Background: an optimization exercise with open tools, aiming at small area and a short achievable clock period. Do not read the settings as production practice.
Where RTL was checked, it was by simulation tests only, not by an equivalence proof against the original.
Power figures rest on the tool's default switching activity, not on a simulated workload.

## pulse_seq_multi
module pulse_seq_multi #(
  parameter int unsigned NumCh     = 4,
  parameter int unsigned CntW      = 24,
  parameter int unsigned ScanSteps = 16
) (
  input  logic                          clk,
  input  logic                          rst,
  input  logic                          trig,
  input  logic                          scan_trig,
  input  logic                          cfg_we,
  input  logic [((NumCh > 1) ? $clog2(NumCh) : 1)-1:0] cfg_ch,
  input  logic [1:0]                    cfg_sel,
  input  logic [CntW-1:0]               cfg_data,
  output logic [NumCh-1:0]              pulse,
  output logic                          busy,
  output logic [$clog2(ScanSteps)-1:0]  scan_idx,
  output logic                          overrun
);
  localparam int unsigned ChW  = (NumCh > 1) ? $clog2(NumCh) : 1;
  localparam int unsigned IdxW = $clog2(ScanSteps);
  localparam logic [IdxW-1:0] LastIdx = IdxW'(ScanSteps - 1);
  logic [2:0]       trig_sync_q, scan_sync_q;
  logic             trig_edge_q, scan_edge_q;
  logic [NumCh-1:0] mask_q, act_q, pulse_q, first_q, act_d;
  logic             busy_q;
  logic [IdxW-1:0]  idx_q;
  logic             overrun_q, any_edge, shot, scan_shot, mask_wr, off_clr;
  logic [CntW-1:0]  wdata;
  function automatic logic [CntW:0] add_c(input logic [CntW-1:0] a, input logic [CntW-1:0] b);
    logic [CntW-1:0] g, p, gn, pn;
    g = a & b;
    p = a ^ b;
    for (int s = 1; s < CntW; s = s * 2) begin
      gn = g;
      pn = p;
      for (int i = 0; i < CntW; i++) begin
        if ((i / s) % 2 == 1) begin
          gn[i] = g[i] | (p[i] & g[(i / s) * s - 1]);
          pn[i] = p[i] & p[(i / s) * s - 1];
        end
      end
      g = gn;
      p = pn;
    end
    add_c = {g[CntW-1], a ^ b ^ {g[CntW-2:0], 1'b0}};
  endfunction
  function automatic logic [CntW-1:0] dec1(input logic [CntW-1:0] a);
    logic [CntW-1:0] o, on;
    o = a;
    for (int s = 1; s < CntW; s = s * 2) begin
      on = o;
      for (int i = 0; i < CntW; i++) begin
        if ((i / s) % 2 == 1) on[i] = o[i] | o[(i / s) * s - 1];
      end
      o = on;
    end
    dec1 = a ^ ~{o[CntW-2:0], 1'b0};
  endfunction
  assign busy      = busy_q;
  assign any_edge  = trig_edge_q | scan_edge_q;
  assign shot      = any_edge & ~busy_q;
  assign scan_shot = shot & scan_edge_q;
  ...
clock: 5.5 ns
lec_check: 0
cap_margin: 20
core_margin: 2
core_utilization: 40
setup_slack_margin: 2.5
slew_margin: 20
standard.sh (not shown) runs the stock make flow with config.mk's settings and CLKGATE_MAP_FILE= SYNTH_SCRIPT=/design/flow/synth_recipe.tcl, a recipe that flattens the netlist after the stock synthesis.
==> flow/flow/run.sh <==
#!/bin/bash
# Standard ORFS layout with three changes: port buffers are buf_2 cells instead of the
# default delay cell, repair may resize a cell to any footprint, and CTS adds no dummy loads.
# Synthesis is the standard one, run on its own first.
set -euo pipefail
bash standard.sh synth > synth.log 2>&1
bash standard.sh \
  "MATCH_CELL_FOOTPRINT=0" \
  "BUFFER_PORTS_ARGS=-buffer_cell sky130_fd_sc_hd__buf_2" \
  "CTS_ARGS=-sink_clustering_enable -repair_clock_nets -dont_use_dummy_load -sink_clustering_size 20 -sink_clustering_max_diameter 80" \
  finish > layout.log 2>&1
The baseline completed with no timing, DRC or antenna violations.
Then changed:
--- a/flow/flow/run.sh
+++ b/flow/flow/run.sh
@@ -9,3 +9,3 @@
   "BUFFER_PORTS_ARGS=-buffer_cell sky130_fd_sc_hd__buf_2" \
-  "CTS_ARGS=-sink_clustering_enable -repair_clock_nets -dont_use_dummy_load -sink_clustering_size 20 -sink_clustering_max_diameter 80" \
+  "CTS_ARGS=-sink_clustering_enable -repair_clock_nets -dont_use_dummy_load -sink_clustering_size 28 -sink_clustering_max_diameter 90" \
   finish > layout.log 2>&1
- GPL_ROUTABILITY_DRIVEN: unset -> 0
- PLACE_DENSITY: unset -> 0.8
Effect: First-iteration DRC count climbs by 27%. Synthesized cell count does not change. Global-route usage falls by 1.6 points. Combinational power barely changes. Design area falls by 0.64%. Count of clock-buffer cells in the layout drops by 10.
Then changed:
- GPL_ROUTABILITY_DRIVEN: 0 -> unset
- PLACE_DENSITY: 0.8 -> unset
- SETUP_SLACK_MARGIN: 2.5 -> 3.0
- TNS_END_PERCENT: unset -> 10
Outcome: Power goes up by 1.0%. Worst setup slack improves by 0.032 ns. Via count went down by 1.9%. Clock skew is lower by 0.020 ns. Hold slack is better by 0.0037 ns. Maximum frequency goes up by 1.1%. Global-route usage is higher by 0.97 points.
Then changed:
- CORE_UTILIZATION: 40 -> 55
- SETUP_SLACK_MARGIN: 3.0 -> 2.5
- TNS_END_PERCENT: 10 -> unset
Result: Power shrinks by 0.69%. Clock-buffer cell count does not change. Wire length shrinks by 2.1%. Global-route usage grows by 7.5 points. Cell area shrinks by 2.8%.

* * *

== try-pepper ==
pulse_seq_multi, a different RTL version from the one above (not shown whole).
Size in the first run: ~2800 cells after synthesis, roughly 610 flip-flops, roughly 43 I/O pins, roughly 0.031 sq mm of cells after synthesis.
Settings: LEC_CHECK=0, CAP_MARGIN=20, CORE_MARGIN=2, CORE_UTILIZATION=40, SETUP_SLACK_MARGIN=2.5, SLEW_MARGIN=20; clock period 5.5 ns.
run.sh (not shown) runs the stock make flow with config.mk's settings and CLKGATE_MAP_FILE= SYNTH_SCRIPT=/design/flow/synth_recipe.tcl, a recipe that flattens the netlist after the stock synthesis.
Stock flow here: none of the scripts above is used.
diff inputs: try-pepper => try-indigo
- SETUP_SLACK_MARGIN now 3.2, was 2.5
--- outcome ---
- try-indigo: done, clean on timing, DRC and antenna
- Part of the total power dissipated in combinational logic was lower in the run labelled try-pepper.
- try-indigo reports a higher end-of-flow core utilization than try-pepper does.
- try-indigo against try-pepper: met3 track utilization from global routing down 1.4 points, power dissipated by switching net loads went up by about 9%.
- Wire length of the first global-routing pass: try-indigo vs try-pepper up 8.9%
- The run showing the smaller average via count per standard cell is try-pepper.
- Taking try-pepper as the reference, in try-indigo maximum resistive drop on vdd decreased by 20% relative to the old numbers, total power +about 6%, pre-CTS worst setup slack moved up.
- Multi-input combinational cell area was higher in try-indigo than in try-pepper.
What try-lagoon does differently from try-indigo at the input level:
- SETUP_SLACK_MARGIN: 3.2 -> 2.5
- CTS_BUF_LIST: unset -> sky130_fd_sc_hd__clkbuf_8
Notes after the runs:
try-lagoon vs. try-indigo: number of antenna diodes went down by 6.
In the tables for try-indigo and try-lagoon, global-route usage reads higher with try-indigo.
The share of total power in the clock network of try-lagoon falls short of that of try-indigo by 1.0 points.
The inputs of try-nickel differ from those of try-lagoon as listed below.
- a change of SETUP_SLACK_MARGIN from 2.5 to 2.0
- a deleted CTS_BUF_LIST that had been sky130_fd_sc_hd__clkbuf_8
Findings:
Synthesis-to-layout area growth came out lower on try-nickel than on try-lagoon.
try-lagoon → try-nickel: core utilization shrank by 0.93 points, cell-internal power grew by about 4%, worst hold slack shrank by 0.0083 ns.
Summary of the comparison: net load switching power is lower in try-nickel, relative to try-lagoon.
try-lagoon → try-nickel: part of the total power dissipated in the clock network has increased; setup slack of the critical path after layout saw a decrease.
try-nickel vs try-lagoon: switching part of the total power down
try-nickel against try-lagoon: delay contributed by the slowest stage of the critical path held steady; final instance area shrank by 2.0%; total detailed-routing wirelength shrank by 2500 microns.

* * *

Setup of onyx:
pulse_seq_multi, a different RTL version from the one above (not shown whole).
Size in the first run: about 2700 cells after synthesis, about 610 flip-flops, roughly 43 I/O pins, roughly 31000 um^2 of cells after synthesis.
make LEC_CHECK=0 CAP_MARGIN=20 CORE_MARGIN=2 CORE_UTILIZATION=40 SETUP_SLACK_MARGIN=3.0 SLEW_MARGIN=20 finish   # period 5.5 ns
onyx reached the final stage; the timing, DRC and antenna checks on its layout passed.
#### Input delta (zinc over onyx)
- changing SETUP_SLACK_MARGIN from 3.0 to 2.0
==> comparison <==
Between onyx and zinc, register-to-register slack decreased.
Of onyx and zinc, the higher global-route wire length before repair belongs to onyx.
Higher share of the final layout cell area in sequential cells goes to zinc over onyx.
Comparing onyx and zinc, the higher placer's final routability congestion estimate was measured on zinc.
No functional check of the RTL was part of any run of this note.

* * *

## run A
The RTL this note starts from:
==> flow/design.v <==
module pulse_seq_multi #(
  parameter int unsigned NumCh     = 4,
  parameter int unsigned CntW      = 24,
  parameter int unsigned ScanSteps = 16
) (
  input  logic                          clk,
  input  logic                          rst,
  input  logic                          trig,
  input  logic                          scan_trig,
  input  logic                          cfg_we,
  input  logic [((NumCh > 1) ? $clog2(NumCh) : 1)-1:0] cfg_ch,
  input  logic [1:0]                    cfg_sel,
  input  logic [CntW-1:0]               cfg_data,
  output logic [NumCh-1:0]              pulse,
  output logic                          busy,
  output logic [$clog2(ScanSteps)-1:0]  scan_idx,
  output logic                          overrun
);
  localparam int unsigned ChW  = (NumCh > 1) ? $clog2(NumCh) : 1;
  localparam int unsigned IdxW = $clog2(ScanSteps);
  localparam logic [IdxW-1:0] LastIdx = IdxW'(ScanSteps - 1);
  logic [2:0]       trig_sync_q, scan_sync_q;
  logic             trig_edge_q, scan_edge_q;
  logic [NumCh-1:0] mask_q, act_q, pulse_q, first_q, act_d;
  logic             busy_q;
  logic [IdxW-1:0]  idx_q;
  logic             overrun_q, any_edge, shot, scan_shot, mask_wr, off_clr;
  logic [CntW-1:0]  wdata;
  function automatic logic [CntW:0] add_c(input logic [CntW-1:0] a, input logic [CntW-1:0] b);
    logic [CntW-1:0] g, p, gn, pn;
    g = a & b;
    p = a ^ b;
    for (int s = 1; s < CntW; s = s * 2) begin
      gn = g;
      pn = p;
      for (int i = 0; i < CntW; i++) begin
        if ((i / s) % 2 == 1) begin
          gn[i] = g[i] | (p[i] & g[(i / s) * s - 1]);
          pn[i] = p[i] & p[(i / s) * s - 1];
        end
      end
      g = gn;
      p = pn;
    end
    add_c = {g[CntW-1], a ^ b ^ {g[CntW-2:0], 1'b0}};
  endfunction
  function automatic logic [CntW-1:0] dec1(input logic [CntW-1:0] a);
    logic [CntW-1:0] o, on;
    o = a;
    for (int s = 1; s < CntW; s = s * 2) begin
      on = o;
      for (int i = 0; i < CntW; i++) begin
        if ((i / s) % 2 == 1) on[i] = o[i] | o[(i / s) * s - 1];
      end
      o = on;
    end
    dec1 = a ^ ~{o[CntW-2:0], 1'b0};
  endfunction
  assign busy      = busy_q;
  assign any_edge  = trig_edge_q | scan_edge_q;
  assign shot      = any_edge & ~busy_q;
  assign scan_shot = shot & scan_edge_q;
  assign mask_wr   = cfg_we & (cfg_sel == 2'd3);
  assign wdata     = cfg_data & {CntW{~rst}};
  assign off_clr   = rst | mask_wr | (scan_shot & (idx_q == LastIdx));
  always_ff @(posedge clk) begin
    if (rst) begin
      trig_sync_q <= '0;
      scan_sync_q <= '0;
      trig_edge_q <= 1'b0;
      scan_edge_q <= 1'b0;
      idx_q       <= '0;
      overrun_q   <= 1'b0;
    end else begin
      trig_sync_q <= {trig_sync_q[1:0], trig};
      scan_sync_q <= {scan_sync_q[1:0], scan_trig};
      trig_edge_q <= trig_sync_q[1] & ~trig_sync_q[2];
      scan_edge_q <= scan_sync_q[1] & ~scan_sync_q[2];
      if (mask_wr)        idx_q <= '0;
      else if (scan_shot) idx_q <= idx_q + IdxW'(1);
      if (any_edge && busy) overrun_q <= 1'b1;
      else if (mask_wr)     overrun_q <= 1'b0;
    end
  end
  always_ff @(posedge clk) begin
    if (rst || mask_wr) mask_q <= wdata[NumCh-1:0];
  end
  for (genvar c = 0; c < NumCh; c++) begin : g_ch
    logic [CntW-1:0] delay_q, width_q, step_q, offset_q, cnt_q, wlat_q, eff_w, wlat_full, m;
    logic [CntW:0]   sum_w, sum_o;
    logic            osat_q, wsat_q, wlnz_q, eff_sat;
    logic            ch_wr, dnz, ewnz, wlnz, last, start;
    assign ch_wr   = cfg_we & (cfg_ch == ChW'(c));
    assign sum_w   = add_c(width_q, offset_q);
    assign sum_o   = add_c(offset_q, step_q);
    assign eff_w   = scan_edge_q ? sum_w[CntW-1:0] : width_q;
    assign eff_sat = scan_edge_q & (sum_w[CntW] | osat_q);
    assign ewnz    = (width_q != '0) | (scan_edge_q & ((offset_q != '0) | osat_q));
    assign dnz     = delay_q != '0;
    assign wlnz    = wlnz_q;
    always_ff @(posedge clk) begin
      if (rst || (ch_wr && cfg_sel == 2'd0)) delay_q <= wdata;
      if (rst || (ch_wr && cfg_sel == 2'd1)) width_q <= wdata;
      if (rst || (ch_wr && cfg_sel == 2'd2)) step_q  <= wdata;
      if (off_clr) begin
        offset_q <= '0;
        osat_q   <= 1'b0;
      end else if (scan_shot) begin
        offset_q <= sum_o[CntW-1:0];
        osat_q   <= osat_q | sum_o[CntW];
      end
    end
    assign wlat_full = wlat_q | {CntW{wsat_q}};
    assign m         = first_q[c] ? wlat_full : cnt_q;
    assign last      = m == CntW'(1);
    assign start     = shot & mask_q[c] & (dnz | ewnz);
    always_ff @(posedge clk) begin
      if (!act_q[c]) begin
        wlat_q <= eff_w;
        wsat_q <= eff_sat;
        wlnz_q <= ewnz;
        cnt_q  <= delay_q;
      end else begin
        cnt_q  <= dec1(m);
      end
    end
    always_comb begin
      if (rst)              act_d[c] = 1'b0;
      else if (!act_q[c])   act_d[c] = start;
      else                  act_d[c] = ~(last & (pulse_q[c] | ~wlnz));
    end
    always_ff @(posedge clk) begin
      act_q[c]   <= act_d[c];
      first_q[c] <= act_q[c] ? (~pulse_q[c] & last & wlnz) : ~dnz;
      if (rst) begin
        pulse_q[c] <= 1'b0;
      end else if (!act_q[c]) begin
        if (start) pulse_q[c] <= ~dnz;
      end else if (last) begin
        pulse_q[c] <= ~pulse_q[c] & wlnz;
      end
    end
  end
  always_ff @(posedge clk) busy_q <= |act_d;
  assign pulse    = pulse_q;
  assign scan_idx = idx_q;
  assign overrun  = overrun_q;
endmodule
==> flow/config.mk <==
export PLATFORM = sky130hd
export DESIGN_NAME = pulse_seq_multi
export DESIGN_NICKNAME = pulse_seq_multi
export VERILOG_FILES = /design/flow/design.v
export SDC_FILE = /design/flow/constraint.sdc
export NUM_CORES = 4
export LEC_CHECK = 0
export CAP_MARGIN = 20
export CORE_MARGIN = 2
export CORE_UTILIZATION = 40
export SETUP_SLACK_MARGIN = 2.35
export SLEW_MARGIN = 20
==> flow/constraint.sdc <==
create_clock -name core_clock -period 5.5 [get_ports {clk}]
set_input_delay 1.1000 -clock core_clock [delete_from_list [all_inputs] [get_ports {clk}]]
set_output_delay 1.1000 -clock core_clock [all_outputs]
set_load 0.01 [all_outputs]
standard.sh (not shown) runs the stock make flow with config.mk's settings and CLKGATE_MAP_FILE= SYNTH_SCRIPT=/design/flow/synth_recipe.tcl, a recipe that flattens the netlist after the stock synthesis.
==> flow/flow/run.sh <==
#!/bin/bash
# Standard ORFS layout with three changes: port buffers are buf_2 cells instead of the
# default delay cell, repair may resize a cell to any footprint, and CTS adds no dummy loads.
# Synthesis is the standard one, run on its own first.
set -euo pipefail
bash standard.sh synth > synth.log 2>&1
bash standard.sh \
  "MATCH_CELL_FOOTPRINT=0" \
  "BUFFER_PORTS_ARGS=-buffer_cell sky130_fd_sc_hd__buf_2" \
  "CTS_ARGS=-sink_clustering_enable -repair_clock_nets -dont_use_dummy_load -sink_clustering_size 28 -sink_clustering_max_diameter 90" \
  finish > layout.log 2>&1
Every stage of the flow completed for run A, and the final layout passed the timing, DRC and antenna checks.
> inputs changed (run A -> run B)
# run A
export LEC_CHECK = 0
export CAP_MARGIN = 20
export CORE_MARGIN = 2
export CORE_UTILIZATION = 40
export SETUP_SLACK_MARGIN = 2.35
export SLEW_MARGIN = 20
create_clock -name core_clock -period 5.5 [get_ports {clk}]
# run B
export LEC_CHECK = 0
export CAP_MARGIN = 20
export CORE_MARGIN = 2
export CORE_UTILIZATION = 48
export SETUP_SLACK_MARGIN = 2.5
export SLEW_MARGIN = 20
create_clock -name core_clock -period 5.5 [get_ports {clk}]
==> run summary <==
- Area: run B vs run A -> run B larger
- On layout-stage area growth over the synthesis result: between run A and run B, it ends up higher for run B.
- After synthesis and placement, the instance count of run B is below that of run A.
- Any difference in routed wire length between run A and run B is small enough to ignore.
Inputs modified between run B and run C:
# run B
export LEC_CHECK = 0
export CAP_MARGIN = 20
export CORE_MARGIN = 2
export CORE_UTILIZATION = 48
export SETUP_SLACK_MARGIN = 2.5
export SLEW_MARGIN = 20
create_clock -name core_clock -period 5.5 [get_ports {clk}]
# run C
export LEC_CHECK = 0
export CAP_MARGIN = 20
export CORE_MARGIN = 2
export CORE_UTILIZATION = 40
export SETUP_SLACK_MARGIN = 2.5
export SLEW_MARGIN = 20
create_clock -name core_clock -period 5.5 [get_ports {clk}]
==> comparison <==
Compared with run B, run C shows a share of cells above drive strength 1 that is 0.42 points lower.
Register fraction of the total cell area, run B and run C, higher one = run B.
On non-clock buffer total of the final layout, the higher figure sits with run B, not run C.
Looking at post-layout minimum cycle time, run C sits below run B.
What run D does differently from run C at the input level:
diff --git a/flow/flow/run.sh b/flow/flow/run.sh
--- a/flow/flow/run.sh
+++ b/flow/flow/run.sh
@@ -9,3 +9,3 @@
   "BUFFER_PORTS_ARGS=-buffer_cell sky130_fd_sc_hd__buf_2" \
-  "CTS_ARGS=-sink_clustering_enable -repair_clock_nets -dont_use_dummy_load -sink_clustering_size 28 -sink_clustering_max_diameter 90" \
+  "CTS_ARGS=-sink_clustering_enable -repair_clock_nets -dont_use_dummy_load -sink_clustering_size 24 -sink_clustering_max_diameter 100" \
   finish > layout.log 2>&1
### Flow results
- As far as core utilization is concerned, run C and run D perform about the same.
- Run C -> run D: combinational share of power flat
- Cell count essentially unchanged between run C and run D.
- Setup slack: run D less than run C
- Relative to run C, the upper clock frequency limit measured on run D has decreased slightly.
- Slew of the pin with the lowest slew margin, run D and run C: higher on run D

-- what the ideal ports hide --
In the flow no input, the clock included, has a driving cell. The finished layouts below were timed again as built, in two steps.
Step 1 assumes that a clkbuf_16 drives the clock port and a buf_2 every other input.
Step 2 also shifts input and output timing later by t, the mid clock arrival at the registers, as if the neighbouring blocks saw the same clock.
Slacks: no drivers / after step 1 / after step 2; pairs: no drivers / after step 1.
run | t, ns | setup slack, ns | hold WS [ns] | clock arrival spread, ns | slew at the worst register clock pin (ns)
the first run of note 1 | 0.650 | 2.461 / 2.461 / 2.125 | 0.383 / 0.383 / 0.383 | 0.046 / 0.046 | 0.09 / 0.09
the second run of note 1 | 0.665 | 2.418 / 2.418 / 2.035 | 0.380 / 0.380 / 0.380 | 0.072 / 0.072 | 0.11 / 0.11
the third run of note 1 | 0.679 | 2.450 / 2.450 / 2.373 | 0.384 / 0.384 / 0.384 | 0.048 / 0.048 | 0.11 / 0.11
the fourth run of note 1 | 0.678 | 2.468 / 2.468 / 2.305 | 0.398 / 0.398 / 0.398 | 0.057 / 0.057 | 0.11 / 0.11
try-pepper | 0.647 | 2.497 / 2.497 / 1.959 | 0.380 / 0.380 / 0.380 | 0.027 / 0.026 | 0.06 / 0.06
try-indigo | 0.662 | 2.568 / 2.568 / 2.480 | 0.386 / 0.386 / 0.386 | 0.024 / 0.024 | 0.07 / 0.07
try-lagoon | 0.751 | 2.457 / 2.457 / 1.856 | 0.388 / 0.388 / 0.388 | 0.026 / 0.026 | 0.07 / 0.07
try-nickel | 0.649 | 2.186 / 2.186 / 1.722 | 0.380 / 0.380 / 0.380 | 0.027 / 0.027 | 0.06 / 0.06
onyx | 0.677 | 2.397 / 2.397 / 2.070 | 0.369 / 0.369 / 0.369 | 0.034 / 0.033 | 0.06 / 0.06
zinc | 0.655 | 2.136 / 2.136 / 1.830 | 0.381 / 0.381 / 0.381 | 0.030 / 0.031 | 0.06 / 0.06
run A | 0.672 | 2.399 / 2.399 / 1.887 | 0.382 / 0.382 / 0.382 | 0.044 / 0.044 | 0.11 / 0.11
run B | 0.679 | 2.454 / 2.454 / 2.083 | 0.403 / 0.403 / 0.403 | 0.043 / 0.042 | 0.11 / 0.11
run C | 0.661 | 2.483 / 2.483 / 2.150 | 0.386 / 0.386 / 0.386 | 0.050 / 0.050 | 0.11 / 0.11
run D | 0.672 | 2.446 / 2.446 / 2.174 | 0.385 / 0.385 / 0.385 | 0.038 / 0.038 | 0.10 / 0.10
After both steps setup and hold are still met in every run listed. The setup slack of try-lagoon, which loses most, moves by 0.000 ns with the drivers and by -0.601 ns with both steps.
